What follows belongs to an exercise in optimizing a design on an open flow for small area, a short achievable clock period and few clock cycles per item; a production flow would make more cautious choices.
The RTL was checked by simulation tests, not by an equivalence proof against the original design.
Power is estimated from default activity; no workload was simulated.

### design/flow/design.v
`default_nettype none
package hash_search_pkg;
    localparam int pattern_w    = 8;
    localparam int nibble_w     = 4;
    localparam int bucket_count = 16;
    localparam int bucket_slots = 16;
    localparam int fill_w       = 5;     
    localparam int row_w        = nibble_w * bucket_slots;
    localparam int key_w        = 5;     
    localparam int elem_w       = key_w + nibble_w;
    localparam int list_w       = 3 * elem_w;
endpackage
`default_nettype wire
`timescale 1ns/10ps
`default_nettype none
module bucket_index (
    input  logic                                    clk,
    input  logic                                    reset,
    input  logic                                    store_write,
    input  logic [hash_search_pkg::pattern_w-1:0]   write_data,
    input  logic [hash_search_pkg::pattern_w-1:0]   read_key,
    output logic [hash_search_pkg::row_w-1:0]       row_lo,
    output logic [hash_search_pkg::row_w-1:0]       row_hi,
    output logic [hash_search_pkg::fill_w-1:0]      fill_lo,
    output logic [hash_search_pkg::fill_w-1:0]      fill_hi
);
    localparam int nb = hash_search_pkg::bucket_count;
    localparam int rw = hash_search_pkg::row_w;
    localparam int fw = hash_search_pkg::fill_w;
    logic [nb-1:0][rw-1:0] tab_lo;
    logic [nb-1:0][rw-1:0] tab_hi;
    logic [nb-1:0][fw-1:0] cnt_lo;
    logic [nb-1:0][fw-1:0] cnt_hi;
    logic [nb-1:0]         we_lo;
    logic [nb-1:0]         we_hi;
    always_comb
    begin
        for (int b = 0; b < nb; b++)
        begin
            we_lo[b] = store_write && (write_data[3:0] == b) && !cnt_lo[b][fw-1];
            we_hi[b] = store_write && (write_data[7:4] == b) && !cnt_hi[b][fw-1];
        end
    end
    always_ff @(posedge clk)
    begin
        for (int b = 0; b < nb; b++)
        begin
            if (we_lo[b])
            begin
                tab_lo[b] <= {tab_lo[b][rw-5:0], write_data[7:4]};
            end
            if (we_hi[b])
            begin
                tab_hi[b] <= {tab_hi[b][rw-5:0], write_data[3:0]};
            end
        end
    end
    always_ff @(posedge clk)
    begin
        for (int b = 0; b < nb; b++)
        begin
            if (reset || we_lo[b])
            begin
                cnt_lo[b] <= reset ? '0 : cnt_lo[b] + 1'b1;
            end
            if (reset || we_hi[b])
            begin
                cnt_hi[b] <= reset ? '0 : cnt_hi[b] + 1'b1;
            end
        end
    end
    logic [nb-1:0] sel_lo;
    logic [nb-1:0] sel_hi;
    always_comb
    begin
        row_lo  = '0;
        row_hi  = '0;
        fill_lo = '0;
        fill_hi = '0;
        for (int b = 0; b < nb; b++)
        begin
            sel_lo[b] = (read_key[3:0] == b);
            sel_hi[b] = (read_key[7:4] == b);
            row_lo    = row_lo  | ({rw{sel_lo[b]}} & tab_lo[b]);
            row_hi    = row_hi  | ({rw{sel_hi[b]}} & tab_hi[b]);
            fill_lo   = fill_lo | ({fw{sel_lo[b]}} & cnt_lo[b]);
            fill_hi   = fill_hi | ({fw{sel_hi[b]}} & cnt_hi[b]);
        end
    end
endmodule
`default_nettype wire
`timescale 1ns/10ps
`default_nettype none
module distance_rank #(
    parameter bit skip_same = 1'b0     
) (
    input  logic [hash_search_pkg::row_w-1:0]     row,
    input  logic [15:0]                           valid,     
    input  logic                                  extra_valid,
    input  logic [hash_search_pkg::nibble_w-1:0]  extra_diff,
    output logic [hash_search_pkg::list_w-1:0]    best,
    output logic [14:0]                           counts     
);                                                           
    localparam int kw = hash_search_pkg::key_w;
    localparam int ew = hash_search_pkg::elem_w;
    function automatic logic [ew-1:0] elem(input logic valid, input logic [3:0] x);
        logic [4:0] t;
        t[0] = |x;
        t[1] = (x[0] & x[1]) | (x[0] & x[2]) | (x[0] & x[3]) | (x[1] & x[2]) | (x[1] & x[3]) | (x[2] & x[3]);
        t[2] = (x[0] & x[1] & x[2]) | (x[0] & x[1] & x[3]) | (x[0] & x[2] & x[3]) | (x[1] & x[2] & x[3]);
        t[3] = &x;
        t[4] = 1'b0;
        if (!valid || (skip_same && !t[0]))
        begin
            t = '1;
        end
        elem = {t, x};
    endfunction
    function automatic logic beats(input logic [ew-1:0] b, input logic [ew-1:0] a);
        beats = |(a[ew-1:ew-kw] & ~b[ew-1:ew-kw]);
    endfunction
    logic [ew-1:0] item [17];     
    always_comb
    begin
        for (int k = 0; k < 16; k++)
        begin
            item[k] = elem(valid[15 - k], row[4*(15-k) +: 4]);
        end
        item[16] = elem(extra_valid, extra_diff);
    end
    logic [3:0] ga0_0;
    logic [3:0] ga0_1;
    logic [3:0] ga0_2;
    logic [3:0] ga0_3;
    logic [3:0] ga0_4;
    logic [ew-1:0] grp0_0;
    logic [ew-1:0] grp0_1;
    logic [ew-1:0] grp0_2;
    logic [4:0] ga1_0;
    logic [4:0] ga1_1;
    logic [4:0] ga1_2;
    logic [4:0] ga1_3;
    logic [4:0] ga1_4;
    logic [4:0] ga1_5;
    logic [ew-1:0] grp1_0;
    logic [ew-1:0] grp1_1;
    logic [ew-1:0] grp1_2;
    logic [4:0] ga2_0;
    logic [4:0] ga2_1;
    logic [4:0] ga2_2;
    logic [4:0] ga2_3;
    logic [4:0] ga2_4;
    logic [4:0] ga2_5;
    logic [ew-1:0] grp2_0;
    logic [ew-1:0] grp2_1;
    logic [ew-1:0] grp2_2;
    always_comb
    begin
        ga0_0[0] = beats(item[1], item[0]);
        ga0_0[1] = beats(item[2], item[0]);
        ga0_0[2] = beats(item[3], item[0]);
        ga0_0[3] = beats(item[4], item[0]);
        ga0_1[0] = !beats(item[1], item[0]);
        ga0_1[1] = beats(item[2], item[1]);
        ga0_1[2] = beats(item[3], item[1]);
        ga0_1[3] = beats(item[4], item[1]);
        ga0_2[0] = !beats(item[2], item[0]);
        ga0_2[1] = !beats(item[2], item[1]);
        ga0_2[2] = beats(item[3], item[2]);
        ga0_2[3] = beats(item[4], item[2]);
        ga0_3[0] = !beats(item[3], item[0]);
        ga0_3[1] = !beats(item[3], item[1]);
        ga0_3[2] = !beats(item[3], item[2]);
        ga0_3[3] = beats(item[4], item[3]);
        ga0_4[0] = !beats(item[4], item[0]);
        ga0_4[1] = !beats(item[4], item[1]);
        ga0_4[2] = !beats(item[4], item[2]);
        ga0_4[3] = !beats(item[4], item[3]);
        grp0_0 = ({ew{(!ga0_0[0] & !ga0_0[1] & !ga0_0[2] & !ga0_0[3])}} & item[0])
            | ({ew{(!ga0_1[0] & !ga0_1[1] & !ga0_1[2] & !ga0_1[3])}} & item[1])
            | ({ew{(!ga0_2[0] & !ga0_2[1] & !ga0_2[2] & !ga0_2[3])}} & item[2])
            | ({ew{(!ga0_3[0] & !ga0_3[1] & !ga0_3[2] & !ga0_3[3])}} & item[3])
            | ({ew{(!ga0_4[0] & !ga0_4[1] & !ga0_4[2] & !ga0_4[3])}} & item[4]);
        grp0_1 = ({ew{(ga0_0[0] & !ga0_0[1] & !ga0_0[2] & !ga0_0[3]) | (!ga0_0[0] & ga0_0[1] & !ga0_0[2] & !ga0_0[3]) | (!ga0_0[0] & !ga0_0[1] & ga0_0[2] & !ga0_0[3]) | (!ga0_0[0] & !ga0_0[1] & !ga0_0[2] & ga0_0[3])}} & item[0])
            | ({ew{(ga0_1[0] & !ga0_1[1] & !ga0_1[2] & !ga0_1[3]) | (!ga0_1[0] & ga0_1[1] & !ga0_1[2] & !ga0_1[3]) | (!ga0_1[0] & !ga0_1[1] & ga0_1[2] & !ga0_1[3]) | (!ga0_1[0] & !ga0_1[1] & !ga0_1[2] & ga0_1[3])}} & item[1])
            | ({ew{(ga0_2[0] & !ga0_2[1] & !ga0_2[2] & !ga0_2[3]) | (!ga0_2[0] & ga0_2[1] & !ga0_2[2] & !ga0_2[3]) | (!ga0_2[0] & !ga0_2[1] & ga0_2[2] & !ga0_2[3]) | (!ga0_2[0] & !ga0_2[1] & !ga0_2[2] & ga0_2[3])}} & item[2])
            | ({ew{(ga0_3[0] & !ga0_3[1] & !ga0_3[2] & !ga0_3[3]) | (!ga0_3[0] & ga0_3[1] & !ga0_3[2] & !ga0_3[3]) | (!ga0_3[0] & !ga0_3[1] & ga0_3[2] & !ga0_3[3]) | (!ga0_3[0] & !ga0_3[1] & !ga0_3[2] & ga0_3[3])}} & item[3])
            | ({ew{(ga0_4[0] & !ga0_4[1] & !ga0_4[2] & !ga0_4[3]) | (!ga0_4[0] & ga0_4[1] & !ga0_4[2] & !ga0_4[3]) | (!ga0_4[0] & !ga0_4[1] & ga0_4[2] & !ga0_4[3]) | (!ga0_4[0] & !ga0_4[1] & !ga0_4[2] & ga0_4[3])}} & item[4]);
        grp0_2 = ({ew{(ga0_0[0] & ga0_0[1] & !ga0_0[2] & !ga0_0[3]) | (ga0_0[0] & !ga0_0[1] & ga0_0[2] & !ga0_0[3]) | (ga0_0[0] & !ga0_0[1] & !ga0_0[2] & ga0_0[3]) | (!ga0_0[0] & ga0_0[1] & ga0_0[2] & !ga0_0[3]) | (!ga0_0[0] & ga0_0[1] & !ga0_0[2] & ga0_0[3]) | (!ga0_0[0] & !ga0_0[1] & ga0_0[2] & ga0_0[3])}} & item[0])
            | ({ew{(ga0_1[0] & ga0_1[1] & !ga0_1[2] & !ga0_1[3]) | (ga0_1[0] & !ga0_1[1] & ga0_1[2] & !ga0_1[3]) | (ga0_1[0] & !ga0_1[1] & !ga0_1[2] & ga0_1[3]) | (!ga0_1[0] & ga0_1[1] & ga0_1[2] & !ga0_1[3]) | (!ga0_1[0] & ga0_1[1] & !ga0_1[2] & ga0_1[3]) | (!ga0_1[0] & !ga0_1[1] & ga0_1[2] & ga0_1[3])}} & item[1])
            | ({ew{(ga0_2[0] & ga0_2[1] & !ga0_2[2] & !ga0_2[3]) | (ga0_2[0] & !ga0_2[1] & ga0_2[2] & !ga0_2[3]) | (ga0_2[0] & !ga0_2[1] & !ga0_2[2] & ga0_2[3]) | (!ga0_2[0] & ga0_2[1] & ga0_2[2] & !ga0_2[3]) | (!ga0_2[0] & ga0_2[1] & !ga0_2[2] & ga0_2[3]) | (!ga0_2[0] & !ga0_2[1] & ga0_2[2] & ga0_2[3])}} & item[2])
            | ({ew{(ga0_3[0] & ga0_3[1] & !ga0_3[2] & !ga0_3[3]) | (ga0_3[0] & !ga0_3[1] & ga0_3[2] & !ga0_3[3]) | (ga0_3[0] & !ga0_3[1] & !ga0_3[2] & ga0_3[3]) | (!ga0_3[0] & ga0_3[1] & ga0_3[2] & !ga0_3[3]) | (!ga0_3[0] & ga0_3[1] & !ga0_3[2] & ga0_3[3]) | (!ga0_3[0] & !ga0_3[1] & ga0_3[2] & ga0_3[3])}} & item[3])
            | ({ew{(ga0_4[0] & ga0_4[1] & !ga0_4[2] & !ga0_4[3]) | (ga0_4[0] & !ga0_4[1] & ga0_4[2] & !ga0_4[3]) | (ga0_4[0] & !ga0_4[1] & !ga0_4[2] & ga0_4[3]) | (!ga0_4[0] & ga0_4[1] & ga0_4[2] & !ga0_4[3]) | (!ga0_4[0] & ga0_4[1] & !ga0_4[2] & ga0_4[3]) | (!ga0_4[0] & !ga0_4[1] & ga0_4[2] & ga0_4[3])}} & item[4]);
        ga1_0[0] = beats(item[6], item[5]);
        ga1_0[1] = beats(item[7], item[5]);
        ga1_0[2] = beats(item[8], item[5]);
        ga1_0[3] = beats(item[9], item[5]);
        ga1_0[4] = beats(item[10], item[5]);
        ga1_1[0] = !beats(item[6], item[5]);
        ga1_1[1] = beats(item[7], item[6]);
        ga1_1[2] = beats(item[8], item[6]);
        ga1_1[3] = beats(item[9], item[6]);
        ga1_1[4] = beats(item[10], item[6]);
        ga1_2[0] = !beats(item[7], item[5]);
        ga1_2[1] = !beats(item[7], item[6]);
        ga1_2[2] = beats(item[8], item[7]);
        ga1_2[3] = beats(item[9], item[7]);
        ga1_2[4] = beats(item[10], item[7]);
        ga1_3[0] = !beats(item[8], item[5]);
        ga1_3[1] = !beats(item[8], item[6]);
        ga1_3[2] = !beats(item[8], item[7]);
        ga1_3[3] = beats(item[9], item[8]);
        ga1_3[4] = beats(item[10], item[8]);
        ga1_4[0] = !beats(item[9], item[5]);
        ga1_4[1] = !beats(item[9], item[6]);
        ga1_4[2] = !beats(item[9], item[7]);
        ga1_4[3] = !beats(item[9], item[8]);
        ga1_4[4] = beats(item[10], item[9]);
        ga1_5[0] = !beats(item[10], item[5]);
        ga1_5[1] = !beats(item[10], item[6]);
        ga1_5[2] = !beats(item[10], item[7]);
        ga1_5[3] = !beats(item[10], item[8]);
        ga1_5[4] = !beats(item[10], item[9]);
        grp1_0 = ({ew{(!ga1_0[0] & !ga1_0[1] & !ga1_0[2] & !ga1_0[3] & !ga1_0[4])}} & item[5])
            | ({ew{(!ga1_1[0] & !ga1_1[1] & !ga1_1[2] & !ga1_1[3] & !ga1_1[4])}} & item[6])
            | ({ew{(!ga1_2[0] & !ga1_2[1] & !ga1_2[2] & !ga1_2[3] & !ga1_2[4])}} & item[7])
            | ({ew{(!ga1_3[0] & !ga1_3[1] & !ga1_3[2] & !ga1_3[3] & !ga1_3[4])}} & item[8])
            | ({ew{(!ga1_4[0] & !ga1_4[1] & !ga1_4[2] & !ga1_4[3] & !ga1_4[4])}} & item[9])
            | ({ew{(!ga1_5[0] & !ga1_5[1] & !ga1_5[2] & !ga1_5[3] & !ga1_5[4])}} & item[10]);
        grp1_1 = ({ew{(ga1_0[0] & !ga1_0[1] & !ga1_0[2] & !ga1_0[3] & !ga1_0[4]) | (!ga1_0[0] & ga1_0[1] & !ga1_0[2] & !ga1_0[3] & !ga1_0[4]) | (!ga1_0[0] & !ga1_0[1] & ga1_0[2] & !ga1_0[3] & !ga1_0[4]) | (!ga1_0[0] & !ga1_0[1] & !ga1_0[2] & ga1_0[3] & !ga1_0[4]) | (!ga1_0[0] & !ga1_0[1] & !ga1_0[2] & !ga1_0[3] & ga1_0[4])}} & item[5])
            | ({ew{(ga1_1[0] & !ga1_1[1] & !ga1_1[2] & !ga1_1[3] & !ga1_1[4]) | (!ga1_1[0] & ga1_1[1] & !ga1_1[2] & !ga1_1[3] & !ga1_1[4]) | (!ga1_1[0] & !ga1_1[1] & ga1_1[2] & !ga1_1[3] & !ga1_1[4]) | (!ga1_1[0] & !ga1_1[1] & !ga1_1[2] & ga1_1[3] & !ga1_1[4]) | (!ga1_1[0] & !ga1_1[1] & !ga1_1[2] & !ga1_1[3] & ga1_1[4])}} & item[6])
            | ({ew{(ga1_2[0] & !ga1_2[1] & !ga1_2[2] & !ga1_2[3] & !ga1_2[4]) | (!ga1_2[0] & ga1_2[1] & !ga1_2[2] & !ga1_2[3] & !ga1_2[4]) | (!ga1_2[0] & !ga1_2[1] & ga1_2[2] & !ga1_2[3] & !ga1_2[4]) | (!ga1_2[0] & !ga1_2[1] & !ga1_2[2] & ga1_2[3] & !ga1_2[4]) | (!ga1_2[0] & !ga1_2[1] & !ga1_2[2] & !ga1_2[3] & ga1_2[4])}} & item[7])
            | ({ew{(ga1_3[0] & !ga1_3[1] & !ga1_3[2] & !ga1_3[3] & !ga1_3[4]) | (!ga1_3[0] & ga1_3[1] & !ga1_3[2] & !ga1_3[3] & !ga1_3[4]) | (!ga1_3[0] & !ga1_3[1] & ga1_3[2] & !ga1_3[3] & !ga1_3[4]) | (!ga1_3[0] & !ga1_3[1] & !ga1_3[2] & ga1_3[3] & !ga1_3[4]) | (!ga1_3[0] & !ga1_3[1] & !ga1_3[2] & !ga1_3[3] & ga1_3[4])}} & item[8])
            | ({ew{(ga1_4[0] & !ga1_4[1] & !ga1_4[2] & !ga1_4[3] & !ga1_4[4]) | (!ga1_4[0] & ga1_4[1] & !ga1_4[2] & !ga1_4[3] & !ga1_4[4]) | (!ga1_4[0] & !ga1_4[1] & ga1_4[2] & !ga1_4[3] & !ga1_4[4]) | (!ga1_4[0] & !ga1_4[1] & !ga1_4[2] & ga1_4[3] & !ga1_4[4]) | (!ga1_4[0] & !ga1_4[1] & !ga1_4[2] & !ga1_4[3] & ga1_4[4])}} & item[9])
            | ({ew{(ga1_5[0] & !ga1_5[1] & !ga1_5[2] & !ga1_5[3] & !ga1_5[4]) | (!ga1_5[0] & ga1_5[1] & !ga1_5[2] & !ga1_5[3] & !ga1_5[4]) | (!ga1_5[0] & !ga1_5[1] & ga1_5[2] & !ga1_5[3] & !ga1_5[4]) | (!ga1_5[0] & !ga1_5[1] & !ga1_5[2] & ga1_5[3] & !ga1_5[4]) | (!ga1_5[0] & !ga1_5[1] & !ga1_5[2] & !ga1_5[3] & ga1_5[4])}} & item[10]);
        grp1_2 = ({ew{(ga1_0[0] & ga1_0[1] & !ga1_0[2] & !ga1_0[3] & !ga1_0[4]) | (ga1_0[0] & !ga1_0[1] & ga1_0[2] & !ga1_0[3] & !ga1_0[4]) | (ga1_0[0] & !ga1_0[1] & !ga1_0[2] & ga1_0[3] & !ga1_0[4]) | (ga1_0[0] & !ga1_0[1] & !ga1_0[2] & !ga1_0[3] & ga1_0[4]) | (!ga1_0[0] & ga1_0[1] & ga1_0[2] & !ga1_0[3] & !ga1_0[4]) | (!ga1_0[0] & ga1_0[1] & !ga1_0[2] & ga1_0[3] & !ga1_0[4]) | (!ga1_0[0] & ga1_0[1] & !ga1_0[2] & !ga1_0[3] & ga1_0[4]) | (!ga1_0[0] & !ga1_0[1] & ga1_0[2] & ga1_0[3] & !ga1_0[4]) | (!ga1_0[0] & !ga1_0[1] & ga1_0[2] & !ga1_0[3] & ga1_0[4]) | (!ga1_0[0] & !ga1_0[1] & !ga1_0[2] & ga1_0[3] & ga1_0[4])}} & item[5])
            | ({ew{(ga1_1[0] & ga1_1[1] & !ga1_1[2] & !ga1_1[3] & !ga1_1[4]) | (ga1_1[0] & !ga1_1[1] & ga1_1[2] & !ga1_1[3] & !ga1_1[4]) | (ga1_1[0] & !ga1_1[1] & !ga1_1[2] & ga1_1[3] & !ga1_1[4]) | (ga1_1[0] & !ga1_1[1] & !ga1_1[2] & !ga1_1[3] & ga1_1[4]) | (!ga1_1[0] & ga1_1[1] & ga1_1[2] & !ga1_1[3] & !ga1_1[4]) | (!ga1_1[0] & ga1_1[1] & !ga1_1[2] & ga1_1[3] & !ga1_1[4]) | (!ga1_1[0] & ga1_1[1] & !ga1_1[2] & !ga1_1[3] & ga1_1[4]) | (!ga1_1[0] & !ga1_1[1] & ga1_1[2] & ga1_1[3] & !ga1_1[4]) | (!ga1_1[0] & !ga1_1[1] & ga1_1[2] & !ga1_1[3] & ga1_1[4]) | (!ga1_1[0] & !ga1_1[1] & !ga1_1[2] & ga1_1[3] & ga1_1[4])}} & item[6])
            | ({ew{(ga1_2[0] & ga1_2[1] & !ga1_2[2] & !ga1_2[3] & !ga1_2[4]) | (ga1_2[0] & !ga1_2[1] & ga1_2[2] & !ga1_2[3] & !ga1_2[4]) | (ga1_2[0] & !ga1_2[1] & !ga1_2[2] & ga1_2[3] & !ga1_2[4]) | (ga1_2[0] & !ga1_2[1] & !ga1_2[2] & !ga1_2[3] & ga1_2[4]) | (!ga1_2[0] & ga1_2[1] & ga1_2[2] & !ga1_2[3] & !ga1_2[4]) | (!ga1_2[0] & ga1_2[1] & !ga1_2[2] & ga1_2[3] & !ga1_2[4]) | (!ga1_2[0] & ga1_2[1] & !ga1_2[2] & !ga1_2[3] & ga1_2[4]) | (!ga1_2[0] & !ga1_2[1] & ga1_2[2] & ga1_2[3] & !ga1_2[4]) | (!ga1_2[0] & !ga1_2[1] & ga1_2[2] & !ga1_2[3] & ga1_2[4]) | (!ga1_2[0] & !ga1_2[1] & !ga1_2[2] & ga1_2[3] & ga1_2[4])}} & item[7])
            | ({ew{(ga1_3[0] & ga1_3[1] & !ga1_3[2] & !ga1_3[3] & !ga1_3[4]) | (ga1_3[0] & !ga1_3[1] & ga1_3[2] & !ga1_3[3] & !ga1_3[4]) | (ga1_3[0] & !ga1_3[1] & !ga1_3[2] & ga1_3[3] & !ga1_3[4]) | (ga1_3[0] & !ga1_3[1] & !ga1_3[2] & !ga1_3[3] & ga1_3[4]) | (!ga1_3[0] & ga1_3[1] & ga1_3[2] & !ga1_3[3] & !ga1_3[4]) | (!ga1_3[0] & ga1_3[1] & !ga1_3[2] & ga1_3[3] & !ga1_3[4]) | (!ga1_3[0] & ga1_3[1] & !ga1_3[2] & !ga1_3[3] & ga1_3[4]) | (!ga1_3[0] & !ga1_3[1] & ga1_3[2] & ga1_3[3] & !ga1_3[4]) | (!ga1_3[0] & !ga1_3[1] & ga1_3[2] & !ga1_3[3] & ga1_3[4]) | (!ga1_3[0] & !ga1_3[1] & !ga1_3[2] & ga1_3[3] & ga1_3[4])}} & item[8])
            | ({ew{(ga1_4[0] & ga1_4[1] & !ga1_4[2] & !ga1_4[3] & !ga1_4[4]) | (ga1_4[0] & !ga1_4[1] & ga1_4[2] & !ga1_4[3] & !ga1_4[4]) | (ga1_4[0] & !ga1_4[1] & !ga1_4[2] & ga1_4[3] & !ga1_4[4]) | (ga1_4[0] & !ga1_4[1] & !ga1_4[2] & !ga1_4[3] & ga1_4[4]) | (!ga1_4[0] & ga1_4[1] & ga1_4[2] & !ga1_4[3] & !ga1_4[4]) | (!ga1_4[0] & ga1_4[1] & !ga1_4[2] & ga1_4[3] & !ga1_4[4]) | (!ga1_4[0] & ga1_4[1] & !ga1_4[2] & !ga1_4[3] & ga1_4[4]) | (!ga1_4[0] & !ga1_4[1] & ga1_4[2] & ga1_4[3] & !ga1_4[4]) | (!ga1_4[0] & !ga1_4[1] & ga1_4[2] & !ga1_4[3] & ga1_4[4]) | (!ga1_4[0] & !ga1_4[1] & !ga1_4[2] & ga1_4[3] & ga1_4[4])}} & item[9])
            | ({ew{(ga1_5[0] & ga1_5[1] & !ga1_5[2] & !ga1_5[3] & !ga1_5[4]) | (ga1_5[0] & !ga1_5[1] & ga1_5[2] & !ga1_5[3] & !ga1_5[4]) | (ga1_5[0] & !ga1_5[1] & !ga1_5[2] & ga1_5[3] & !ga1_5[4]) | (ga1_5[0] & !ga1_5[1] & !ga1_5[2] & !ga1_5[3] & ga1_5[4]) | (!ga1_5[0] & ga1_5[1] & ga1_5[2] & !ga1_5[3] & !ga1_5[4]) | (!ga1_5[0] & ga1_5[1] & !ga1_5[2] & ga1_5[3] & !ga1_5[4]) | (!ga1_5[0] & ga1_5[1] & !ga1_5[2] & !ga1_5[3] & ga1_5[4]) | (!ga1_5[0] & !ga1_5[1] & ga1_5[2] & ga1_5[3] & !ga1_5[4]) | (!ga1_5[0] & !ga1_5[1] & ga1_5[2] & !ga1_5[3] & ga1_5[4]) | (!ga1_5[0] & !ga1_5[1] & !ga1_5[2] & ga1_5[3] & ga1_5[4])}} & item[10]);
        ga2_0[0] = beats(item[12], item[11]);
        ga2_0[1] = beats(item[13], item[11]);
        ga2_0[2] = beats(item[14], item[11]);
        ga2_0[3] = beats(item[15], item[11]);
        ga2_0[4] = beats(item[16], item[11]);
        ga2_1[0] = !beats(item[12], item[11]);
        ga2_1[1] = beats(item[13], item[12]);
        ga2_1[2] = beats(item[14], item[12]);
        ga2_1[3] = beats(item[15], item[12]);
        ga2_1[4] = beats(item[16], item[12]);
        ga2_2[0] = !beats(item[13], item[11]);
        ga2_2[1] = !beats(item[13], item[12]);
        ga2_2[2] = beats(item[14], item[13]);
        ga2_2[3] = beats(item[15], item[13]);
        ga2_2[4] = beats(item[16], item[13]);
        ga2_3[0] = !beats(item[14], item[11]);
        ga2_3[1] = !beats(item[14], item[12]);
        ga2_3[2] = !beats(item[14], item[13]);
        ga2_3[3] = beats(item[15], item[14]);
        ga2_3[4] = beats(item[16], item[14]);
        ga2_4[0] = !beats(item[15], item[11]);
        ga2_4[1] = !beats(item[15], item[12]);
        ga2_4[2] = !beats(item[15], item[13]);
        ga2_4[3] = !beats(item[15], item[14]);
        ga2_4[4] = beats(item[16], item[15]);
        ga2_5[0] = !beats(item[16], item[11]);
        ga2_5[1] = !beats(item[16], item[12]);
        ga2_5[2] = !beats(item[16], item[13]);
        ga2_5[3] = !beats(item[16], item[14]);
        ga2_5[4] = !beats(item[16], item[15]);
        grp2_0 = ({ew{(!ga2_0[0] & !ga2_0[1] & !ga2_0[2] & !ga2_0[3] & !ga2_0[4])}} & item[11])
            | ({ew{(!ga2_1[0] & !ga2_1[1] & !ga2_1[2] & !ga2_1[3] & !ga2_1[4])}} & item[12])
            | ({ew{(!ga2_2[0] & !ga2_2[1] & !ga2_2[2] & !ga2_2[3] & !ga2_2[4])}} & item[13])
            | ({ew{(!ga2_3[0] & !ga2_3[1] & !ga2_3[2] & !ga2_3[3] & !ga2_3[4])}} & item[14])
            | ({ew{(!ga2_4[0] & !ga2_4[1] & !ga2_4[2] & !ga2_4[3] & !ga2_4[4])}} & item[15])
            | ({ew{(!ga2_5[0] & !ga2_5[1] & !ga2_5[2] & !ga2_5[3] & !ga2_5[4])}} & item[16]);
        grp2_1 = ({ew{(ga2_0[0] & !ga2_0[1] & !ga2_0[2] & !ga2_0[3] & !ga2_0[4]) | (!ga2_0[0] & ga2_0[1] & !ga2_0[2] & !ga2_0[3] & !ga2_0[4]) | (!ga2_0[0] & !ga2_0[1] & ga2_0[2] & !ga2_0[3] & !ga2_0[4]) | (!ga2_0[0] & !ga2_0[1] & !ga2_0[2] & ga2_0[3] & !ga2_0[4]) | (!ga2_0[0] & !ga2_0[1] & !ga2_0[2] & !ga2_0[3] & ga2_0[4])}} & item[11])
            | ({ew{(ga2_1[0] & !ga2_1[1] & !ga2_1[2] & !ga2_1[3] & !ga2_1[4]) | (!ga2_1[0] & ga2_1[1] & !ga2_1[2] & !ga2_1[3] & !ga2_1[4]) | (!ga2_1[0] & !ga2_1[1] & ga2_1[2] & !ga2_1[3] & !ga2_1[4]) | (!ga2_1[0] & !ga2_1[1] & !ga2_1[2] & ga2_1[3] & !ga2_1[4]) | (!ga2_1[0] & !ga2_1[1] & !ga2_1[2] & !ga2_1[3] & ga2_1[4])}} & item[12])
            | ({ew{(ga2_2[0] & !ga2_2[1] & !ga2_2[2] & !ga2_2[3] & !ga2_2[4]) | (!ga2_2[0] & ga2_2[1] & !ga2_2[2] & !ga2_2[3] & !ga2_2[4]) | (!ga2_2[0] & !ga2_2[1] & ga2_2[2] & !ga2_2[3] & !ga2_2[4]) | (!ga2_2[0] & !ga2_2[1] & !ga2_2[2] & ga2_2[3] & !ga2_2[4]) | (!ga2_2[0] & !ga2_2[1] & !ga2_2[2] & !ga2_2[3] & ga2_2[4])}} & item[13])
            | ({ew{(ga2_3[0] & !ga2_3[1] & !ga2_3[2] & !ga2_3[3] & !ga2_3[4]) | (!ga2_3[0] & ga2_3[1] & !ga2_3[2] & !ga2_3[3] & !ga2_3[4]) | (!ga2_3[0] & !ga2_3[1] & ga2_3[2] & !ga2_3[3] & !ga2_3[4]) | (!ga2_3[0] & !ga2_3[1] & !ga2_3[2] & ga2_3[3] & !ga2_3[4]) | (!ga2_3[0] & !ga2_3[1] & !ga2_3[2] & !ga2_3[3] & ga2_3[4])}} & item[14])
            | ({ew{(ga2_4[0] & !ga2_4[1] & !ga2_4[2] & !ga2_4[3] & !ga2_4[4]) | (!ga2_4[0] & ga2_4[1] & !ga2_4[2] & !ga2_4[3] & !ga2_4[4]) | (!ga2_4[0] & !ga2_4[1] & ga2_4[2] & !ga2_4[3] & !ga2_4[4]) | (!ga2_4[0] & !ga2_4[1] & !ga2_4[2] & ga2_4[3] & !ga2_4[4]) | (!ga2_4[0] & !ga2_4[1] & !ga2_4[2] & !ga2_4[3] & ga2_4[4])}} & item[15])
            | ({ew{(ga2_5[0] & !ga2_5[1] & !ga2_5[2] & !ga2_5[3] & !ga2_5[4]) | (!ga2_5[0] & ga2_5[1] & !ga2_5[2] & !ga2_5[3] & !ga2_5[4]) | (!ga2_5[0] & !ga2_5[1] & ga2_5[2] & !ga2_5[3] & !ga2_5[4]) | (!ga2_5[0] & !ga2_5[1] & !ga2_5[2] & ga2_5[3] & !ga2_5[4]) | (!ga2_5[0] & !ga2_5[1] & !ga2_5[2] & !ga2_5[3] & ga2_5[4])}} & item[16]);
        grp2_2 = ({ew{(ga2_0[0] & ga2_0[1] & !ga2_0[2] & !ga2_0[3] & !ga2_0[4]) | (ga2_0[0] & !ga2_0[1] & ga2_0[2] & !ga2_0[3] & !ga2_0[4]) | (ga2_0[0] & !ga2_0[1] & !ga2_0[2] & ga2_0[3] & !ga2_0[4]) | (ga2_0[0] & !ga2_0[1] & !ga2_0[2] & !ga2_0[3] & ga2_0[4]) | (!ga2_0[0] & ga2_0[1] & ga2_0[2] & !ga2_0[3] & !ga2_0[4]) | (!ga2_0[0] & ga2_0[1] & !ga2_0[2] & ga2_0[3] & !ga2_0[4]) | (!ga2_0[0] & ga2_0[1] & !ga2_0[2] & !ga2_0[3] & ga2_0[4]) | (!ga2_0[0] & !ga2_0[1] & ga2_0[2] & ga2_0[3] & !ga2_0[4]) | (!ga2_0[0] & !ga2_0[1] & ga2_0[2] & !ga2_0[3] & ga2_0[4]) | (!ga2_0[0] & !ga2_0[1] & !ga2_0[2] & ga2_0[3] & ga2_0[4])}} & item[11])
            | ({ew{(ga2_1[0] & ga2_1[1] & !ga2_1[2] & !ga2_1[3] & !ga2_1[4]) | (ga2_1[0] & !ga2_1[1] & ga2_1[2] & !ga2_1[3] & !ga2_1[4]) | (ga2_1[0] & !ga2_1[1] & !ga2_1[2] & ga2_1[3] & !ga2_1[4]) | (ga2_1[0] & !ga2_1[1] & !ga2_1[2] & !ga2_1[3] & ga2_1[4]) | (!ga2_1[0] & ga2_1[1] & ga2_1[2] & !ga2_1[3] & !ga2_1[4]) | (!ga2_1[0] & ga2_1[1] & !ga2_1[2] & ga2_1[3] & !ga2_1[4]) | (!ga2_1[0] & ga2_1[1] & !ga2_1[2] & !ga2_1[3] & ga2_1[4]) | (!ga2_1[0] & !ga2_1[1] & ga2_1[2] & ga2_1[3] & !ga2_1[4]) | (!ga2_1[0] & !ga2_1[1] & ga2_1[2] & !ga2_1[3] & ga2_1[4]) | (!ga2_1[0] & !ga2_1[1] & !ga2_1[2] & ga2_1[3] & ga2_1[4])}} & item[12])
            | ({ew{(ga2_2[0] & ga2_2[1] & !ga2_2[2] & !ga2_2[3] & !ga2_2[4]) | (ga2_2[0] & !ga2_2[1] & ga2_2[2] & !ga2_2[3] & !ga2_2[4]) | (ga2_2[0] & !ga2_2[1] & !ga2_2[2] & ga2_2[3] & !ga2_2[4]) | (ga2_2[0] & !ga2_2[1] & !ga2_2[2] & !ga2_2[3] & ga2_2[4]) | (!ga2_2[0] & ga2_2[1] & ga2_2[2] & !ga2_2[3] & !ga2_2[4]) | (!ga2_2[0] & ga2_2[1] & !ga2_2[2] & ga2_2[3] & !ga2_2[4]) | (!ga2_2[0] & ga2_2[1] & !ga2_2[2] & !ga2_2[3] & ga2_2[4]) | (!ga2_2[0] & !ga2_2[1] & ga2_2[2] & ga2_2[3] & !ga2_2[4]) | (!ga2_2[0] & !ga2_2[1] & ga2_2[2] & !ga2_2[3] & ga2_2[4]) | (!ga2_2[0] & !ga2_2[1] & !ga2_2[2] & ga2_2[3] & ga2_2[4])}} & item[13])
            | ({ew{(ga2_3[0] & ga2_3[1] & !ga2_3[2] & !ga2_3[3] & !ga2_3[4]) | (ga2_3[0] & !ga2_3[1] & ga2_3[2] & !ga2_3[3] & !ga2_3[4]) | (ga2_3[0] & !ga2_3[1] & !ga2_3[2] & ga2_3[3] & !ga2_3[4]) | (ga2_3[0] & !ga2_3[1] & !ga2_3[2] & !ga2_3[3] & ga2_3[4]) | (!ga2_3[0] & ga2_3[1] & ga2_3[2] & !ga2_3[3] & !ga2_3[4]) | (!ga2_3[0] & ga2_3[1] & !ga2_3[2] & ga2_3[3] & !ga2_3[4]) | (!ga2_3[0] & ga2_3[1] & !ga2_3[2] & !ga2_3[3] & ga2_3[4]) | (!ga2_3[0] & !ga2_3[1] & ga2_3[2] & ga2_3[3] & !ga2_3[4]) | (!ga2_3[0] & !ga2_3[1] & ga2_3[2] & !ga2_3[3] & ga2_3[4]) | (!ga2_3[0] & !ga2_3[1] & !ga2_3[2] & ga2_3[3] & ga2_3[4])}} & item[14])
            | ({ew{(ga2_4[0] & ga2_4[1] & !ga2_4[2] & !ga2_4[3] & !ga2_4[4]) | (ga2_4[0] & !ga2_4[1] & ga2_4[2] & !ga2_4[3] & !ga2_4[4]) | (ga2_4[0] & !ga2_4[1] & !ga2_4[2] & ga2_4[3] & !ga2_4[4]) | (ga2_4[0] & !ga2_4[1] & !ga2_4[2] & !ga2_4[3] & ga2_4[4]) | (!ga2_4[0] & ga2_4[1] & ga2_4[2] & !ga2_4[3] & !ga2_4[4]) | (!ga2_4[0] & ga2_4[1] & !ga2_4[2] & ga2_4[3] & !ga2_4[4]) | (!ga2_4[0] & ga2_4[1] & !ga2_4[2] & !ga2_4[3] & ga2_4[4]) | (!ga2_4[0] & !ga2_4[1] & ga2_4[2] & ga2_4[3] & !ga2_4[4]) | (!ga2_4[0] & !ga2_4[1] & ga2_4[2] & !ga2_4[3] & ga2_4[4]) | (!ga2_4[0] & !ga2_4[1] & !ga2_4[2] & ga2_4[3] & ga2_4[4])}} & item[15])
            | ({ew{(ga2_5[0] & ga2_5[1] & !ga2_5[2] & !ga2_5[3] & !ga2_5[4]) | (ga2_5[0] & !ga2_5[1] & ga2_5[2] & !ga2_5[3] & !ga2_5[4]) | (ga2_5[0] & !ga2_5[1] & !ga2_5[2] & ga2_5[3] & !ga2_5[4]) | (ga2_5[0] & !ga2_5[1] & !ga2_5[2] & !ga2_5[3] & ga2_5[4]) | (!ga2_5[0] & ga2_5[1] & ga2_5[2] & !ga2_5[3] & !ga2_5[4]) | (!ga2_5[0] & ga2_5[1] & !ga2_5[2] & ga2_5[3] & !ga2_5[4]) | (!ga2_5[0] & ga2_5[1] & !ga2_5[2] & !ga2_5[3] & ga2_5[4]) | (!ga2_5[0] & !ga2_5[1] & ga2_5[2] & ga2_5[3] & !ga2_5[4]) | (!ga2_5[0] & !ga2_5[1] & ga2_5[2] & !ga2_5[3] & ga2_5[4]) | (!ga2_5[0] & !ga2_5[1] & !ga2_5[2] & ga2_5[3] & ga2_5[4])}} & item[16]);
    end
    logic [2:0] f0_0_1;
    logic [2:0] f0_0_2;
    logic [2:0] f0_1_1;
    logic [2:0] f0_1_2;
    logic [2:0] f0_2_1;
    logic [2:0] f0_2_2;
    logic [2:0] f1_0_0;
    logic [2:0] f1_0_2;
    logic [2:0] f1_1_0;
    logic [2:0] f1_1_2;
    logic [2:0] f1_2_0;
    logic [2:0] f1_2_2;
    logic [2:0] f2_0_0;
    logic [2:0] f2_0_1;
    logic [2:0] f2_1_0;
    logic [2:0] f2_1_1;
    logic [2:0] f2_2_0;
    logic [2:0] f2_2_1;
    logic [ew-1:0] o [3];
    always_comb
    begin
        f0_0_1[0] = beats(grp1_0, grp0_0);
        f0_0_1[1] = beats(grp1_1, grp0_0);
        f0_0_1[2] = beats(grp1_2, grp0_0);
        f0_0_2[0] = beats(grp2_0, grp0_0);
        f0_0_2[1] = beats(grp2_1, grp0_0);
        f0_0_2[2] = beats(grp2_2, grp0_0);
        f0_1_1[0] = beats(grp1_0, grp0_1);
        f0_1_1[1] = beats(grp1_1, grp0_1);
        f0_1_1[2] = beats(grp1_2, grp0_1);
        f0_1_2[0] = beats(grp2_0, grp0_1);
        f0_1_2[1] = beats(grp2_1, grp0_1);
        f0_1_2[2] = beats(grp2_2, grp0_1);
        f0_2_1[0] = beats(grp1_0, grp0_2);
        f0_2_1[1] = beats(grp1_1, grp0_2);
        f0_2_1[2] = beats(grp1_2, grp0_2);
        f0_2_2[0] = beats(grp2_0, grp0_2);
        f0_2_2[1] = beats(grp2_1, grp0_2);
        f0_2_2[2] = beats(grp2_2, grp0_2);
        f1_0_0[0] = !beats(grp1_0, grp0_0);
        f1_0_0[1] = !beats(grp1_0, grp0_1);
        f1_0_0[2] = !beats(grp1_0, grp0_2);
        f1_0_2[0] = beats(grp2_0, grp1_0);
        f1_0_2[1] = beats(grp2_1, grp1_0);
        f1_0_2[2] = beats(grp2_2, grp1_0);
        f1_1_0[0] = !beats(grp1_1, grp0_0);
        f1_1_0[1] = !beats(grp1_1, grp0_1);
        f1_1_0[2] = !beats(grp1_1, grp0_2);
        f1_1_2[0] = beats(grp2_0, grp1_1);
        f1_1_2[1] = beats(grp2_1, grp1_1);
        f1_1_2[2] = beats(grp2_2, grp1_1);
        f1_2_0[0] = !beats(grp1_2, grp0_0);
        f1_2_0[1] = !beats(grp1_2, grp0_1);
        f1_2_0[2] = !beats(grp1_2, grp0_2);
        f1_2_2[0] = beats(grp2_0, grp1_2);
        f1_2_2[1] = beats(grp2_1, grp1_2);
        f1_2_2[2] = beats(grp2_2, grp1_2);
        f2_0_0[0] = !beats(grp2_0, grp0_0);
        f2_0_0[1] = !beats(grp2_0, grp0_1);
        f2_0_0[2] = !beats(grp2_0, grp0_2);
        f2_0_1[0] = !beats(grp2_0, grp1_0);
        f2_0_1[1] = !beats(grp2_0, grp1_1);
        f2_0_1[2] = !beats(grp2_0, grp1_2);
        f2_1_0[0] = !beats(grp2_1, grp0_0);
        f2_1_0[1] = !beats(grp2_1, grp0_1);
        f2_1_0[2] = !beats(grp2_1, grp0_2);
        f2_1_1[0] = !beats(grp2_1, grp1_0);
        f2_1_1[1] = !beats(grp2_1, grp1_1);
        f2_1_1[2] = !beats(grp2_1, grp1_2);
        f2_2_0[0] = !beats(grp2_2, grp0_0);
        f2_2_0[1] = !beats(grp2_2, grp0_1);
        f2_2_0[2] = !beats(grp2_2, grp0_2);
        f2_2_1[0] = !beats(grp2_2, grp1_0);
        f2_2_1[1] = !beats(grp2_2, grp1_1);
        f2_2_1[2] = !beats(grp2_2, grp1_2);
        o[0] = ({ew{(!f0_0_1[0] & !f0_0_2[0])}} & grp0_0)
            | ({ew{(!f1_0_0[0] & !f1_0_2[0])}} & grp1_0)
            | ({ew{(!f2_0_0[0] & !f2_0_1[0])}} & grp2_0);
        o[1] = ({ew{(!f0_0_1[0] & (f0_0_2[0] & !f0_0_2[1])) | ((f0_0_1[0] & !f0_0_1[1]) & !f0_0_2[0])}} & grp0_0)
            | ({ew{(!f0_1_1[0] & !f0_1_2[0])}} & grp0_1)
            | ({ew{(!f1_0_0[0] & (f1_0_2[0] & !f1_0_2[1])) | ((f1_0_0[0] & !f1_0_0[1]) & !f1_0_2[0])}} & grp1_0)
            | ({ew{(!f1_1_0[0] & !f1_1_2[0])}} & grp1_1)
            | ({ew{(!f2_0_0[0] & (f2_0_1[0] & !f2_0_1[1])) | ((f2_0_0[0] & !f2_0_0[1]) & !f2_0_1[0])}} & grp2_0)
            | ({ew{(!f2_1_0[0] & !f2_1_1[0])}} & grp2_1);
        o[2] = ({ew{(!f0_0_1[0] & (f0_0_2[1] & !f0_0_2[2])) | ((f0_0_1[0] & !f0_0_1[1]) & (f0_0_2[0] & !f0_0_2[1])) | ((f0_0_1[1] & !f0_0_1[2]) & !f0_0_2[0])}} & grp0_0)
            | ({ew{(!f0_1_1[0] & (f0_1_2[0] & !f0_1_2[1])) | ((f0_1_1[0] & !f0_1_1[1]) & !f0_1_2[0])}} & grp0_1)
            | ({ew{(!f0_2_1[0] & !f0_2_2[0])}} & grp0_2)
            | ({ew{(!f1_0_0[0] & (f1_0_2[1] & !f1_0_2[2])) | ((f1_0_0[0] & !f1_0_0[1]) & (f1_0_2[0] & !f1_0_2[1])) | ((f1_0_0[1] & !f1_0_0[2]) & !f1_0_2[0])}} & grp1_0)
            | ({ew{(!f1_1_0[0] & (f1_1_2[0] & !f1_1_2[1])) | ((f1_1_0[0] & !f1_1_0[1]) & !f1_1_2[0])}} & grp1_1)
            | ({ew{(!f1_2_0[0] & !f1_2_2[0])}} & grp1_2)
            | ({ew{(!f2_0_0[0] & (f2_0_1[1] & !f2_0_1[2])) | ((f2_0_0[0] & !f2_0_0[1]) & (f2_0_1[0] & !f2_0_1[1])) | ((f2_0_0[1] & !f2_0_0[2]) & !f2_0_1[0])}} & grp2_0)
            | ({ew{(!f2_1_0[0] & (f2_1_1[0] & !f2_1_1[1])) | ((f2_1_0[0] & !f2_1_0[1]) & !f2_1_1[0])}} & grp2_1)
            | ({ew{(!f2_2_0[0] & !f2_2_1[0])}} & grp2_2);
    end
    assign best = {o[2], o[1], o[0]};
    function automatic logic [2:0] add3(input logic [2:0] a, input logic [2:0] b);
        add3[0] = a[0] | b[0];
        add3[1] = a[1] | b[1] | (a[0] & b[0]);
        add3[2] = a[2] | b[2] | (a[1] & b[0]) | (a[0] & b[1]);
    endfunction
    always_comb
    begin
        for (int t = 0; t < 5; t++)
        begin
            counts[3*t +: 3] = {!grp0_2[ew-kw+t], !grp0_1[ew-kw+t], !grp0_0[ew-kw+t]};
            counts[3*t +: 3] = add3(counts[3*t +: 3], {!grp1_2[ew-kw+t], !grp1_1[ew-kw+t], !grp1_0[ew-kw+t]});
            counts[3*t +: 3] = add3(counts[3*t +: 3], {!grp2_2[ew-kw+t], !grp2_1[ew-kw+t], !grp2_0[ew-kw+t]});
        end
    end
endmodule
`default_nettype wire
`timescale 1ns/10ps
`default_nettype none
module hash_search (
    input  logic                                  clk,
    input  logic                                  reset,
    input  logic                                  load_valid,
    input  logic [hash_search_pkg::pattern_w-1:0] load_data,
    input  logic                                  query_start,
    input  logic [hash_search_pkg::pattern_w-1:0] query_data,
    output logic                                  busy,
    output logic                                  done,
    output logic [1:0]                            match_count,
    output logic [hash_search_pkg::pattern_w-1:0] match0,
    output logic [hash_search_pkg::pattern_w-1:0] match1,
    output logic [hash_search_pkg::pattern_w-1:0] match2,
    output logic [3:0]                            dist0,
    output logic [3:0]                            dist1,
    output logic [3:0]                            dist2
);
    localparam int rw = hash_search_pkg::row_w;
    localparam int fw = hash_search_pkg::fill_w;
    localparam int ew = hash_search_pkg::elem_w;
    localparam int lw = hash_search_pkg::list_w;
    localparam int kw = hash_search_pkg::key_w;
    logic          busy_q;
    logic          rank_q;      
    logic          done_q;
    logic          store_full;
    logic [7:0]    store_count;
    logic          load_ok;
    logic          query_ok;
    logic          store_write;
    logic [rw-1:0] row_lo, row_hi;
    logic [fw-1:0] fill_lo, fill_hi;
    logic [rw-1:0] row_lo_q, row_hi_q;
    logic [15:0]   valid_lo_q, valid_hi_q;     
    logic [7:0]    key_q;
    logic          extra_lo_q;     
    logic          extra_hi_q;
    logic [7:0]    extra_diff_q;   
    logic [lw-1:0] best_lo, best_hi;
    assign busy        = busy_q;
    assign done        = done_q;
    assign load_ok     = load_valid && !busy_q;
    assign query_ok    = query_start && !busy_q;
    assign store_write = load_ok && !store_full;
    always_ff @(posedge clk)
    begin
        if (reset)
        begin
            busy_q <= 1'b0;
            rank_q <= 1'b0;
            done_q <= 1'b0;
        end
        else
        begin
            busy_q <= query_ok || rank_q;
            rank_q <= query_ok;
            done_q <= rank_q;
        end
    end
    always_ff @(posedge clk)
    begin
        if (reset)
        begin
            store_count <= '0;
            store_full  <= 1'b0;
        end
        else if (store_write)
        begin
            {store_full, store_count} <= {1'b0, store_count} + 1'b1;
        end
    end
    bucket_index u_index (
        .clk         (clk),
        .reset       (reset),
        .store_write (store_write),
        .write_data  (load_data),
        .read_key    (query_data),
        .row_lo      (row_lo),
        .row_hi      (row_hi),
        .fill_lo     (fill_lo),
        .fill_hi     (fill_hi)
    );
    always_ff @(posedge clk)
    begin
        row_lo_q     <= row_lo ^ {16{query_data[7:4]}};
        row_hi_q     <= row_hi ^ {16{query_data[3:0]}};
        for (int k = 0; k < 16; k++)
        begin
            valid_lo_q[k] <= (k < fill_lo);
            valid_hi_q[k] <= (k < fill_hi);
        end
        key_q        <= query_data;
        extra_lo_q   <= store_write && (load_data[3:0] == query_data[3:0]);
        extra_hi_q   <= store_write && (load_data[7:4] == query_data[7:4]);
        extra_diff_q <= load_data ^ query_data;
    end
    logic [14:0] counts_lo, counts_hi;
    distance_rank #(.skip_same(1'b0)) u_rank_lo (
        .row         (row_lo_q),
        .valid       (valid_lo_q),
        .extra_valid (extra_lo_q && !valid_lo_q[15]),
        .extra_diff  (extra_diff_q[7:4]),
        .best        (best_lo),
        .counts      (counts_lo)
    );
    distance_rank #(.skip_same(1'b1)) u_rank_hi (
        .row         (row_hi_q),
        .valid       (valid_hi_q),
        .extra_valid (extra_hi_q && !valid_hi_q[15]),
        .extra_diff  (extra_diff_q[3:0]),
        .best        (best_hi),
        .counts      (counts_hi)
    );
    function automatic logic [2:0] add3(input logic [2:0] a, input logic [2:0] b);
        add3[0] = a[0] | b[0];
        add3[1] = a[1] | b[1] | (a[0] & b[0]);
        add3[2] = a[2] | b[2] | (a[1] & b[0]) | (a[0] & b[1]);
    endfunction
    function automatic logic ahead(input logic [14:0] ca, input logic [14:0] cb, input int i, input int j);
        ahead = 1'b0;
        for (int t = 0; t < 5; t++)
        begin
            ahead = ahead | (cb[3*t + j] & !ca[3*t + i]);
        end
    endfunction
    logic        c00, c10, c01, c20, c11, c02;
    logic [10:0] pick;          
    logic [2:0]  both [5];      
    logic [2:0]  place_dist [3];
    logic [1:0]  count;
    always_comb
    begin
        c00 = ahead(counts_lo, counts_hi, 0, 0);
        c10 = ahead(counts_lo, counts_hi, 1, 0);
        c01 = ahead(counts_lo, counts_hi, 0, 1);
        c20 = ahead(counts_lo, counts_hi, 2, 0);
        c11 = ahead(counts_lo, counts_hi, 1, 1);
        c02 = ahead(counts_lo, counts_hi, 0, 2);
        pick[0]  = c00;
        pick[1]  = !c00 & !c10;
        pick[2]  = !c00 & c10;
        pick[3]  = c00 & !c01;
        pick[4]  = c00 & c01;
        pick[5]  = !c00 & !c10 & !c20;
        pick[6]  = !c00 & !c10 & c20;
        pick[7]  = ((c00 & !c01) | (!c00 & c10)) & !c11;
        pick[8]  = ((c00 & !c01) | (!c00 & c10)) & c11;
        pick[9]  = c00 & c01 & !c02;
        pick[10] = c00 & c01 & c02;
        for (int t = 0; t < 5; t++)
        begin
            both[t] = add3(counts_lo[3*t +: 3], counts_hi[3*t +: 3]);
        end
        for (int k = 0; k < 3; k++)
        begin
            place_dist[k] = {!both[3][k], !both[1][k] & both[3][k],
                             (!both[0][k] & both[1][k]) | (!both[2][k] & both[3][k])};
        end
        count = {both[4][1], both[4][2] | (both[4][0] & !both[4][1])};
    end
    logic [3:0]  res_lo [3];     
    logic [3:0]  res_hi [3];
    logic [7:0]  res_key;
    logic [10:0] res_pick;
    logic [2:0]  res_dist [3];
    logic [1:0]  res_count;
    always_ff @(posedge clk)
    begin
        if (rank_q)
        begin
            for (int k = 0; k < 3; k++)
            begin
                res_lo[k]   <= best_lo[9*k +: 4];
                res_hi[k]   <= best_hi[9*k +: 4];
                res_dist[k] <= place_dist[k];
            end
            res_key   <= key_q;
            res_pick  <= pick;
            res_count <= count;
        end
    end
    logic [7:0] a0, a1, a2, b0, b1, b2;
    always_comb
    begin
        a0 = {res_lo[0] ^ res_key[7:4], res_key[3:0]};
        a1 = {res_lo[1] ^ res_key[7:4], res_key[3:0]};
        a2 = {res_lo[2] ^ res_key[7:4], res_key[3:0]};
        b0 = {res_key[7:4], res_hi[0] ^ res_key[3:0]};
        b1 = {res_key[7:4], res_hi[1] ^ res_key[3:0]};
        b2 = {res_key[7:4], res_hi[2] ^ res_key[3:0]};
    end
    assign match0 = ({8{res_pick[0]}} & b0) | ({8{!res_pick[0]}} & a0);
    assign match1 = ({8{res_pick[1]}} & a1) | ({8{res_pick[2]}} & b0)
                  | ({8{res_pick[3]}} & a0) | ({8{res_pick[4]}} & b1);
    assign match2 = ({8{res_pick[5]}} & a2) | ({8{res_pick[6]}} & b0)
                  | ({8{res_pick[7]}} & a1) | ({8{res_pick[8]}} & b1)
                  | ({8{res_pick[9]}} & a0) | ({8{res_pick[10]}} & b2);
    assign dist0  = {1'b0, res_dist[0]};
    assign dist1  = {1'b0, res_dist[1]};
    assign dist2  = {1'b0, res_dist[2]};
    assign match_count = res_count;
endmodule
`default_nettype wire
### design/flow/run.sh
#!/bin/bash
# synth_recipe.tcl (not shown) runs the flow's synth.tcl, then flattens the netlist and writes it again
# the make line also repeats each setting of config.mk as NAME=value (left out here)
make -C /OpenROAD-flow-scripts/flow DESIGN_CONFIG=/design/flow/config.mk WORK_HOME=/design/flow/orfs CLKGATE_MAP_FILE= SYNTH_SCRIPT=/design/flow/synth_recipe.tcl finish
### design/flow/config.mk
export PLATFORM = sky130hd
export DESIGN_NAME = hash_search
export DESIGN_NICKNAME = hash_search
export VERILOG_FILES = /design/flow/design.v
export SDC_FILE = /design/flow/constraint.sdc
export NUM_CORES = 4
export LEC_CHECK = 0
export ABC_AREA = 1
export CAP_MARGIN = 20
export CELL_PAD_IN_SITES_DETAIL_PLACEMENT = 0
export CELL_PAD_IN_SITES_GLOBAL_PLACEMENT = 1
export CORE_MARGIN = 2
export CORE_UTILIZATION = 45
export CTS_BUF_LIST = sky130_fd_sc_hd__clkbuf_4 sky130_fd_sc_hd__clkbuf_8
export PLACE_DENSITY = 0.7
export SETUP_SLACK_MARGIN = 5
export SLEW_MARGIN = 20
### design/flow/constraint.sdc
create_clock -name core_clock -period 10.0 [get_ports {clk}]
set_input_delay 2.0000 -clock core_clock [delete_from_list [all_inputs] [get_ports {clk}]]
set_output_delay 2.0000 -clock core_clock [all_outputs]
set_load 0.01 [all_outputs]
==> run summary <==
==> worst register-to-register path, cell delays in order, from the launching register on <==
cell and delay (ns):
dfxtp_1 0.80, nand2_1 0.28, nor2_4 0.23, nor2_1 0.09
o21ai_2 0.19, nand2_1 0.10, nor2_2 0.23, nand3_2 0.13
nor2_2 0.38, nand2_1 0.11, nand2_1 0.08, inv_1 0.04
nand2_2 0.20, o21ai_0 0.11, nor2_1 0.55, nor2_1 0.12
nor3_2 0.50, nand3_1 0.24, nand2_1 0.12, nand2_1 0.07
==> logic make-up after synthesis <==
group | after synthesis | synth area share, %
buf+inv | 1083 | 3.78
simple gates | 5371 | 21.3
flops | 2452 | 65.1
other cells | 1 | 0.00340
xor+xnor | 188 | 1.53
fa+ha+maj | 33 | 0.375
compound gates | 1196 | 7.88
==> what timing repair did <==
action                     4_1_cts  5_1_grt
resized for setup               43       43
setup buffers                   27       13
setup endpoints to repair      155      110
pin swaps                       13        6
cloned                           9        1
==> Yosys cell counts (all sizes together) (24+ instances only) <==
| master | instances | area (µm²) |
|---|---|---|
| nand2 | 3249 | 12500 |
| a21oi | 273 | 1400 |
| xnor2 | 36 | 330 |
| xor2 | 152 | 1350 |
| ha | 33 | 413 |
| inv | 784 | 2960 |
| nand3 | 792 | 4220 |
| a22o | 136 | 1190 |
| o211ai | 27 | 208 |
| a211oi | 58 | 435 |
| clkbuf | 202 | 759 |
| o21ai | 142 | 756 |
| o21bai | 38 | 285 |
| nor3 | 60 | 430 |
| nand4 | 235 | 1510 |
| o22ai | 88 | 563 |
| nor4 | 24 | 156 |
| dfxtp | 190 | 3800 |
| nor2 | 918 | 4030 |
| a221oi | 327 | 2860 |
| buf | 85 | 393 |
| a32o | 28 | 280 |
| or2 | 72 | 450 |
| edfxtp | 2262 | 67900 |
==> through the flow <==
step                      std cells  area, µm²  power, W
after floorplan               10300     111000    0.0192
after global placement        13400     115000    0.0232
after detailed placement      13400     115000    0.0232
after CTS                     14200     124000    0.0319
after global routing          14200     124000    0.0336
final                         14200     124000    0.0319
==> worst min path at each step <==
stage | startpoint | endpoint | slack, ns | depth (start not counted)
CTS | u_index.tab_lo[530]$_DFFE_PP_ | u_index.tab_lo[534]$_DFFE_PP_ | 0.36 | 0
global placement | key_q[2]$_DFF_P_ | res_key[2]$_DFFE_PP_ | 0.39 | 0
floorplan | key_q[0]$_DFF_P_ | res_key[0]$_DFFE_PP_ | 0.39 | 0
finish | u_index.tab_lo[462]$_DFFE_PP_ | u_index.tab_lo[466]$_DFFE_PP_ | 0.39 | 0
global route | u_index.tab_lo[530]$_DFFE_PP_ | u_index.tab_lo[534]$_DFFE_PP_ | 0.39 | 0
detailed placement | key_q[0]$_DFF_P_ | res_key[0]$_DFFE_PP_ | 0.39 | 0
==> power by group <==
group,total [W],switching [W],internal (W),leakage (nW)
clock,0.00866,0.00389,0.00477,4.30
combinational,0.0112,0.00820,0.00298,20.5
sequential,0.0121,0.000580,0.0115,22.2
total,0.0319,0.0127,0.0193,47.0
==> routing by layer <==
metal | GRT usage [%] | vias up
met5 | 0 | -
met4 | 8.04 | 2
met3 | 5.81 | 602
met2 | 41.6 | 4230
met1 | 45.0 | 40800
li1 | - | 37200
==> layout make-up <==
cell class                      count  area (µm²)
Antenna cell                        3        7.51
Clock buffer                      609        7370
Clock inverter                    116         633
Fill cell                       21600      119000
Inverter                          796        3060
Multi-Input combinational cell   6801       35200
Sequential cell                  2452       71700
Tap cell                         3202        4010
Timing Repair Buffer              224        2040
==> layout by cell type (no fill, tap or decap), types with 34 or more instances in the layout <==
cell             Yosys  routed
or2_2               69      69
edfxtp_1          2262    2262
a221oi_1           327     325
nor2_2             132     148
o21bai_1            38      38
clkbuf_8             0     448
nand3_2             48      51
nor2_4              34      70
xnor2_1             34      34
a211oi_1            58      53
dfxtp_1            190     176
o21ai_0            100     100
clkinv_1            12      69
xor2_1             149     149
inv_1              669     656
nand4_1            229     229
nand2_2             94      96
buf_4                8     139
o22ai_1             86      86
nand2_1           3144    3141
inv_2              107     107
nor2_1             752     710
clkdlybuf4s50_1      0      50
clkbuf_4             0     161
clkinv_2             0      43
nand3_1            743     738
a22o_1             136     136
a21oi_1            265     265
==> sequential cells by signal, indices dropped and copies added (netlist names), 9 cells and up <==
| register | cells |
|---|---|
| valid_hi_q | 16 |
| u_index.cnt_lo | 80 |
| u_index.cnt_hi | 80 |
| valid_lo_q | 16 |
| res_hi | 12 |
| res_dist | 9 |
| row_hi_q | 64 |
| u_index.tab_lo | 1024 |
| row_lo_q | 64 |
| u_index.tab_hi | 1024 |
| res_pick | 11 |
| res_lo | 12 |
==> qor.txt <==
clock-pin slew on the worst setup and hold paths - 0.06 ns
CTS buffer count - 402
Max VDD drop - 0.000128 V
Buffers on Ports - 56
clock sink count - 2452
reg2reg path depth - 19
Most common cell on crit path - a221oi_1
DR WL met2 - 154000 µm
worst hold slack - 0.387 ns
max-slew violations - 0
Fin Setup TNS - 0 ns
final setup violating endpoints - 0
crit path from - query_data[0]
CP max stage cell - nor2_4
core footprint - 243000 µm²
# rows - 181
Worst setup EP type - flop
Tmin final - 5.03 ns
dpl hpwl - 256000 µm
register bit total from synthesis - 2452
WL/cell - 26.1 µm
global-route wire length before repair - 537000 µm
Synth async-reset ratio - 0%
worst setup path class - input pin to flop
final wirelength - 371000 µm
Area Overhead vs Synth - 12.6%
critical-path cell list - clkdlybuf4s50_1, buf_4, inv_8, nor2_2, buf_4, clkinvlp_4, nor2_4, buf_6, nand2_1, nand3_1, a221oi_1, nand4_1, a221oi_1, nand2_1, a221oi_1, nand4_1, xor2_1
IO Pins - 60
metal3 WL - 37000 µm
Synth Flop Type - edfxtp_1
DR vias/cell - 5.83
wire length on met1 - 170000 µm
clock tree buffer depth - 4
top achievable clock speed - 199 MHz
CP max stage delay - 0.57 ns
layout cells sized above 1 - 13.9%
pre-CTS setup slack - 2.87 ns
maximum fanout along the worst path - 42
via count - 82800
Antenna Nets Post-Route - 0
R2R setup slack - 5.11 ns
FF-to-FF End - res_dist[2][0]$_DFFE_PP_
CTS tree - done
Worst Path Buf+Inv - 6
CTS Root Cell - clkbuf_8
Residual DRC - 0
r2r startpoint - row_hi_q[26]$_DFF_P_
Crit path depth - 17
Die X-Extent - 499 µm
MaxCap Viol Count - 0
Starting DRT DRC Count - 10600
Yosys cell types - 71
cts hold-fix bufs - 0
fin util - 51.0%
Clock Skew - 0.159 ns
Die Y-Extent - 499 µm
Remaining Overflow, GRT - 0
Slew headroom - 24.3%
final period utilization - 50.3%
Data required, critical path - 10.96 ns
drt first pass iters - 8
RSZ-0062 raised after global routing - true
antenna violations before repair - 12
DR top layer - met5
final estimated routing congestion in global placement - 0.949
vias in the first global route - 79300
Layout Nets - 10700
EDFF count, synth - 2262
Tightest Pin Transition - 1.13 ns
Largest delay share family, worst path - buffers and inverters
mapped cell area - 110000 µm²
Hold Crit Class - flop to flop
largest net degree at the start of global routing - 121
Yosys warning total - 13
Total GRT Usage - 29.2%
Worst Setup EP - row_lo_q[13]$_DFF_P_
sequential-to-total area share from yosys stat - 65.1%
Gate Count Post-Synth - 10300
Worst EP arrival - 5.99 ns
cell area power density - 257 nW/µm²
final worst setup slack - 4.97 ns
die footprint - 249000 µm²
LEAKAGE - 47.0 nW
Initial Util - 45.3%
Final Hold Vio Count - 0
H-Tree Depth - 5
insertion delay to the later sink of the worst-skew pair - 1.12 ns
Setup crit start kind - input pin
synthesized area per cell - 10.7 µm²
outcome - timing/DRC/antenna clean
Testbench counts, summed over its fixed seeds: cycles 8,795, queries 2,400.

==> port drivers added, routing unchanged <==
The flow's constraints put no driver on any port. The routed layout listed below was extracted and timed again, unchanged, in two steps. Step 1, drivers: a clkbuf_16 drives clk and a buf_2 each remaining input, both assumed. Step 2 moves the port delays by t, midway between the first and last clock arrival at a register: inputs arrive t later, outputs are due t later. That takes back most of the time a late clock gives input paths. Slacks: ideal / step 1 / step 2; pairs: ideal / step 1.
shift t [ns]: 1.118
slack for setup (ns): 4.974 / 5.028 / 3.910
worst setup path at the end: input to register
After both steps setup and hold are still met in this run. For this run, drivers alone change the setup slack by +0.054 ns; drivers and shift together by -1.064 ns.
